From an optimization exercise on the open Yosys and OpenROAD flow, aimed at small area, a short achievable clock period and few clock cycles per item; shortcuts taken in it are not production practice. The RTL was checked by simulation tests, not by an equivalence proof against the original design. Power and IR drop assume default switching activity.

--- config.mk ---
export PLATFORM = sky130hd
export DESIGN_NAME = cuckoo_insert_ctrl
export DESIGN_NICKNAME = cuckoo_insert_ctrl
export VERILOG_FILES = /design/flow/design.v
export SDC_FILE = /design/flow/constraint.sdc
export NUM_CORES = 4
export LEC_CHECK = 0
export CAP_MARGIN = 20
export CORE_MARGIN = 2
export CORE_UTILIZATION = 40
export SLEW_MARGIN = 20
--- constraint.sdc ---
create_clock -name core_clock -period 7.0 [get_ports {clk}]
set_input_delay 1.4000 -clock core_clock [delete_from_list [all_inputs] [get_ports {clk}]]
set_output_delay 1.4000 -clock core_clock [all_outputs]
set_load 0.01 [all_outputs]
--- design.v ---
package cuckoo_pkg;
  localparam int DATA_W_DEF    = 32;
  localparam int IDX_W_DEF     = 5;
  localparam int MAX_KICKS_DEF = 16;
  localparam logic [1:0] ST_OK   = 2'b00;
  localparam logic [1:0] ST_DUP  = 2'b01;
  localparam logic [1:0] ST_FAIL = 2'b10;
  typedef enum logic [1:0] {S_IDLE, S_PROBE, S_DONE} state_t;
endpackage
module cuckoo_table
#(
  parameter int DATA_W = cuckoo_pkg::DATA_W_DEF,
  parameter int IDX_W  = cuckoo_pkg::IDX_W_DEF,
  parameter bit PORT_B = 1'b0
) (
  input  logic              clk,
  input  logic              rst,
  input  logic              clr,
  input  logic              we,
  input  logic [IDX_W-1:0]  idx,
  input  logic [DATA_W-1:0] wr_key,
  input  logic [IDX_W-1:0]  wr_alt,
  output logic              rd_valid,
  output logic [DATA_W-1:0] rd_key,
  output logic [IDX_W-1:0]  rd_alt,
  input  logic [IDX_W-1:0]  b_idx,
  output logic              b_valid,
  output logic [DATA_W-1:0] b_key
);
  localparam int DEPTH = 2 ** IDX_W;
  localparam int EW    = DATA_W + IDX_W;
  logic [DEPTH-1:0] valid;
  logic [EW-1:0]    mem [DEPTH];
  logic [DEPTH-1:0] sel, bsel;
  always_comb begin
    for (int j = 0; j < DEPTH; j++) begin
      sel[j]  = (idx == IDX_W'(j));
      bsel[j] = (b_idx == IDX_W'(j));
    end
  end
  always_ff @(posedge clk) begin
    for (int j = 0; j < DEPTH; j++) begin
      if (rst || clr)        valid[j] <= 1'b0;
      else if (we && sel[j]) valid[j] <= 1'b1;
    end
  end
  always_ff @(posedge clk) begin
    for (int j = 0; j < DEPTH; j++) begin
      if (we && sel[j]) mem[j] <= {wr_key, wr_alt};
    end
  end
  logic [EW-1:0]     rdata;
  logic              rvalid;
  logic [DATA_W-1:0] bdata;
  logic              bvalid;
  always_comb begin
    rdata  = '0;
    rvalid = 1'b0;
    bdata  = '0;
    bvalid = 1'b0;
    for (int j = 0; j < DEPTH; j++) begin
      rdata  = rdata | ({EW{sel[j]}} & mem[j]);
      rvalid = rvalid | (sel[j] & valid[j]);
      if (PORT_B) begin
        bdata  = bdata | ({DATA_W{bsel[j]}} & mem[j][EW-1 -: DATA_W]);
        bvalid = bvalid | (bsel[j] & valid[j]);
      end
    end
  end
  assign rd_valid         = rvalid;
  assign {rd_key, rd_alt} = rdata;
  assign b_valid          = bvalid;
  assign b_key            = bdata;
endmodule
module cuckoo_insert_ctrl
#(
  parameter int DATA_W    = cuckoo_pkg::DATA_W_DEF,
  parameter int IDX_W     = cuckoo_pkg::IDX_W_DEF,
  parameter int MAX_KICKS = cuckoo_pkg::MAX_KICKS_DEF
) (
  input  logic              clk,
  input  logic              rst,
  input  logic              req_valid,
  output logic              req_ready,
  input  logic [DATA_W-1:0] req_key,
  input  logic [IDX_W-1:0]  req_idx1,
  input  logic [IDX_W-1:0]  req_idx2,
  input  logic              clear,
  output logic              done_valid,
  output logic [1:0]        done_status,
  output logic [IDX_W:0]    done_kicks,
  output logic [DATA_W-1:0] orphan_key,
  output logic [IDX_W+1:0]  occupancy,
  input  logic              rd_tbl,
  input  logic [IDX_W-1:0]  rd_idx,
  output logic              rd_valid,
  output logic [DATA_W-1:0] rd_key
);
  localparam logic [IDX_W:0] KMAX = MAX_KICKS[IDX_W:0];
  logic                busy;      
  logic [DATA_W-1:0]   c_key;
  logic [IDX_W-1:0]    c_idx1, c_idx2;
  logic [IDX_W:0]      kicks;
  logic                h_v;       
  logic [DATA_W-1:0]   h_key;
  logic [IDX_W-1:0]    h_idx1, h_idx2;
  logic                t1_v, t2_v, b_v;
  logic [DATA_W-1:0]   t1_k, t2_k, b_k;
  logic [IDX_W-1:0]    t1_alt, t2_alt;
  logic [IDX_W-1:0]    a1, b2;
  logic                first, dup, fail, ok1, ok2, fin, we1, we2;
  logic                accept, take_h, take_req, free, tbl_clr;
  assign a1 = busy ? c_idx1 : rd_idx;
  assign b2 = busy ? c_idx2 : rd_idx;
  cuckoo_table #(.DATA_W(DATA_W), .IDX_W(IDX_W), .PORT_B(1'b0)) u_t1 (
    .clk(clk), .rst(rst), .clr(tbl_clr), .we(we1), .idx(a1),
    .wr_key(c_key), .wr_alt(c_idx2),
    .rd_valid(t1_v), .rd_key(t1_k), .rd_alt(t1_alt),
    .b_idx('0), .b_valid(), .b_key()
  );
  cuckoo_table #(.DATA_W(DATA_W), .IDX_W(IDX_W), .PORT_B(1'b1)) u_t2 (
    .clk(clk), .rst(rst), .clr(tbl_clr), .we(we2), .idx(t1_alt),
    .wr_key(t1_k), .wr_alt(c_idx1),
    .rd_valid(t2_v), .rd_key(t2_k), .rd_alt(t2_alt),
    .b_idx(b2), .b_valid(b_v), .b_key(b_k)
  );
  assign rd_valid = rd_tbl ? b_v : t1_v;
  assign rd_key   = rd_tbl ? b_k : t1_k;
  assign first = (kicks == '0);
  assign dup   = first && ((t1_v && t1_k == c_key) || (b_v && b_k == c_key));
  assign fail  = (kicks == KMAX);
  assign ok1   = first && !t1_v && !dup;
  assign we1   = busy && !dup && !fail;
  assign we2   = we1 && t1_v;
  assign ok2   = we2 && !t2_v;
  assign fin   = dup || fail || ok1 || ok2;
  assign tbl_clr   = clear && !busy;
  assign req_ready = !rst && !clear && !h_v;
  assign accept    = req_valid && req_ready;
  assign free      = !busy || (fin && !fail);
  assign take_h    = free && h_v;
  assign take_req  = free && !h_v && accept;
  assign orphan_key = c_key;
  always_ff @(posedge clk) begin
    if (rst) begin
      busy       <= 1'b0;
      h_v        <= 1'b0;
      done_valid <= 1'b0;
      occupancy  <= '0;
    end else begin
      done_valid <= busy && fin;
      if (tbl_clr) occupancy <= '0;
      else if (busy && (ok1 || ok2)) occupancy <= occupancy + 1'b1;
      if (take_h || take_req) busy <= 1'b1;
      else if (fin) busy <= 1'b0;
      if (take_h) h_v <= 1'b0;
      else if (accept && !free) h_v <= 1'b1;
    end
  end
  always_ff @(posedge clk) begin
    if (accept) begin
      h_key  <= req_key;
      h_idx1 <= req_idx1;
      h_idx2 <= req_idx2;
    end
  end
  always_ff @(posedge clk) begin
    if (busy && fin) begin
      done_status <= dup ? cuckoo_pkg::ST_DUP : (fail ? cuckoo_pkg::ST_FAIL : cuckoo_pkg::ST_OK);
      done_kicks  <= kicks + ok2;
    end
  end
  always_ff @(posedge clk) begin
    if (take_h) begin
      c_key  <= h_key;
      c_idx1 <= h_idx1;
      c_idx2 <= h_idx2;
      kicks  <= '0;
    end else if (take_req) begin
      c_key  <= req_key;
      c_idx1 <= req_idx1;
      c_idx2 <= req_idx2;
      kicks  <= '0;
    end else if (busy && !fin) begin
      c_key  <= t2_k;
      c_idx1 <= t2_alt;
      c_idx2 <= t1_alt;
      kicks  <= kicks + 2'd2;
    end
  end
endmodule
--- run.sh ---
#!/bin/bash
# synth_recipe.tcl (not shown) runs the flow's synth.tcl, then flattens the netlist and writes it again
# the make line also repeats each setting of config.mk as NAME=value (left out here)
make -C /OpenROAD-flow-scripts/flow DESIGN_CONFIG=/design/flow/config.mk WORK_HOME=/design/flow/orfs CLKGATE_MAP_FILE= SYNTH_SCRIPT=/design/flow/synth_recipe.tcl finish
==> results by group <==
Run status
  • Status: complete, but fails checks
  • SO Faults: setup timing

Clocking
  • CTS tree: yes
  • Hold Buf Count CTS: 0
  • CTS Sinks: 2539
  • H-tree depth: 5
  • Clock transition at path regs: 0.06 ns
  • Clk Latency, worst-skew pair: approximately 1 ns
  • CTS root buffer: clkbuf_16
  • Clock buffer depth: 4
  • TritonCTS buffer count: 296

Routing
  • DRT iter0 DRCs: 18315
  • Routed vias/inst: 7.21
  • Final wirelength: 584000 um
  • Via Count: 90350
  • Drc violations: 0
  • Pre-antenna DRT Iters: 10
  • WL per Instance: 46.7 um
  • Antenna viol nets, final: 0

Placement
  • Gp weighted congestion: around 1.1
  • Port Buffers: around 130
  • DPL Wire Length: between 400000 and 500000 um

Setup path
  • WP data arrival: 5.68 ns
  • Max stage delay on crit path: 0.68 ns
  • Worst setup EP type: output port
  • Worst path cell trace: clkdlybuf4s50_1 > buf_12 > and3b_1 > buf_4 > nor2_4 > buf_12 > buf_4 > buf_4 > or3_1 > nand4_1 > a211oi_1 > buf_4 > a21oi_1 > clkdlybuf4s50_1
  • Crit path top cell by count: buf_4
  • Critical Path Slowest Stage Cell: clkdlybuf4s50_1
  • Type of origin of the critical path: primary input
  • Max FO, Critical Path: 9
  • WS Path Type: primary input to output port
  • CP startpoint: rd_idx[2]
  • FF-to-FF Start: c_idx1[2]$_DFFE_PP_
  • Worst EP required: around 5.6 ns

Global routing
  • First-pass GRT wire length: around 770000 um
  • Initial antenna violation count: 38
  • Gr ovfl total: 0
  • Vias in the first global route: 84786
  • Largest net degree at the start of global routing: 83
  • Global-route usage over all layers: roughly two fifths

Floorplan
  • Initial Util: roughly 40%
  • DIE AREA: between 200000 and 300000 um^2
  • Die X: 519 um
  • DIE HEIGHT: 519 um
  • Top-Level Pins: 134
  • Core area: 264000 um^2
  • Count of standard-cell rows: 189

Finish
  • Area grow syn2layout: 29.4%
  • Fin nets: 8807
  • Commonest non-fill, non-tap cells in the layout: 2460 x edfxtp_1, 1232 x buf_4, 520 x a22oi_1, 413 x buf_12, 348 x nand2_1
  • Most common cell after layout, fill and taps aside: edfxtp_1
  • Layout cells sized above 1: 25.8%
  • Multi-input combinational cell area: 28900 um^2
  • FF/Latch Area: 75500 um^2
  • Final core utilization: about half
  • Number of fillers in the final layout: 22113

Timing
  • Final setup margin: -0.0843 ns
  • Minimum clock period: approximately 7.1 ns
  • Slew Limit Fails: 0
  • RSZ-0062 raised after global routing: false
  • Clock skew: 0.0568 ns
  • Hold_ws: 0.466 ns
  • Final worst-path cycle share: 101%
  • Max_slew headroom: 15.6%
  • Fmax: 141 MHz
  • Hold Vio Cnt, Final: 0
  • Setup Viol. Count Final: 2
  • Worst-Margin Slew: 1.27 ns

Job
  • Max-cap violations: 0

Synthesis
  • Unique masters post-synth: 100
  • Synth area leaders: edfxtp_1 70%, a22oi_1 3.7%, a221oi_1 2.7%
  • Top-area cell type share of the netlist area: 69.6%
  • Mean Syn Cell Area: 14.6 um^2
  • #FFs+latches synth: roughly 2500
  • Cells after Synth: 7282
  • Most used DFF post-synth: edfxtp_1
  • Post-Syn Area: 106000 um^2
  • Post-synth top area cell: edfxtp_1
  • Sequential-to-total area share from yosys stat: 71.1%
  • Synth warn: 5
  • Asr flop ratio synth: 0%
  • Synth Net Count: between 7000 and 8000
  • Number of synthesized flops with an enable pin: 2460

Power
  • Peak VDD IR: between 300 and 400 uV
  • Pwr Density: between 200 and 300 nW/um^2
  • LEAKAGE: 46.0 nW
  • Final Power: 38.3 mW

Worst hold path
  • Hold Crit Class: flip-flop to flip-flop
  • Min-delay src: u_t1.valid[7]$_SDFFE_PP0P_
[kinds of logic after synthesis]
family / share of synthesized area (%)
DFF: 71.1
AOI/OAI and AO/OA: 17.5
and+or+nand+nor: 6.56
buffers and inverters: 2.82
muxes: 1.52
xor gates and xnor gates: 0.404
adders and majority gates: 0.0354
[synthesized netlist by cell type, types with 26 or more instances]
cell type,instances
a2111oi_0,33
a211oi_1,26
a21oi_1,275
a221o_1,36
a221oi_1,329
a222oi_1,183
a22o_1,193
a22oi_1,521
a2bb2oi_1,37
a31oi_1,28
a32oi_1,44
and3_1,54
buf_1,89
buf_2,182
clkbuf_1,309
dfxtp_1,79
edfxtp_1,2460
inv_1,83
mux2i_1,142
nand2_1,362
nand3_1,202
nand4_1,121
nor2_1,199
nor3_1,140
nor4_1,76
o211ai_1,46
o21a_1,36
o21ai_0,268
o22a_1,29
o22ai_1,216
xnor2_1,36
[state kept, by name (all words and copies together) (netlist names)]
register	flops
c_idx1	5
done_kicks	6
u_t2.valid	32
done_valid	1
u_t1.mem	1184
occupancy	7
u_t1.valid	32
c_idx2	5
u_t2.mem	1184
done_status	2
h_idx2	5
kicks	5
h_v	1
h_idx1	5
c_key	32
busy	1
h_key	32
[per-layer routing]
metal | global-route usage [%] | wire [um] | share of wire [%]
met3 | 14.7 | 83100 | 14
met2 | 61.4 | 248000 | 43
met4 | 32.1 | 56300 | 9.6
met1 | 50.8 | 196000 | 34
met5 | 0.302 | 406 | 0.069
[layout make-up]
class	count	share of cell area [%]
Sequential cell	2539	55.0
Multi-Input combinational cell	4050	21.1
Timing Repair Buffer	1781	13.8
Clock buffer	350	5.65
Tap cell	3533	3.22
Clock inverter	159	1.07
Inverter	84	0.230
Antenna cell	28	0.0510
[what timing repair did]
item | CTS | global route
endpoints found under the setup margin | 5 | 27
setup buffers | 0 | 4
cloned | 0 | 0
gates resized for setup | 8 | 9
endpoints found under the hold margin | 0 | 0
pin swaps | 0 | 2
[stage by stage]
stage                     worst slack (ns)  setup TNS [ns]  area [um^2]  std cells
after floorplan                     -0.909         -171.67       106000       7282
after global placement              -0.893        -1420.03       128000      11981
after detailed placement            -0.665         -846.57       128000      11982
after CTS                           0.0258               0       137000      12491
after global routing                0.0225               0       137000      12499
final                              -0.0843          -0.102       137000      12524
[worst paths after layout]
kind                                              endpoint  slack, ns  cells past startpoint
worst max-delay path                            rd_key[22]      -0.08                     14
worst max register to register  u_t2.mem[25][32]$_DFFE_PP_       0.27                     18
worst min register to register  u_t1.valid[7]$_SDFFE_PP0P_       0.47                      1
worst min-delay path            u_t1.valid[7]$_SDFFE_PP0P_       0.47                      1
[where the power goes]
| part | switching [mW] | internal, mW |
|---|---|---|
| registers | 0.0438 | 17.1 |
| logic | 4.02 | 2.04 |
| clock network | 6.39 | 8.78 |
| total | 10.5 | 27.9 |
[worst max-delay path: cells and delay by family]
family | cells | cell delay (ns)
AO/OA/AOI/OAI | 2 | 0.74
buffers and inverters | 8 | 2.55
AND/OR/NAND/NOR | 4 | 0.92
Testbench counts, summed over its fixed seeds: cycles 3,505, items 2,535.

-- static timing again, ports no longer ideal --
Ports are ideal in the flow. The routed layout listed here was re-timed in OpenROAD. Step 1, drivers: a clkbuf_16 drives clk and a buf_2 each remaining input, both assumed. Step 2 moves the port delays by t, midway between the first and last clock arrival at a register: inputs arrive t later, outputs are due t later. That takes back most of the time a late clock gives input paths. Slacks: ideal ports / drivers / drivers and shift; pairs: ideal ports / drivers.
t (ns): 1.065
setup slack, ns: -0.084 / -0.110 / -0.834
worst setup path after step 2: input to register
latest minus earliest clock arrival (ns): 0.057 / 0.057
worst slew at a driven data input, ns: 0.06
The setup slack of this run moves by -0.026 ns with the drivers and by -0.750 ns with both steps.
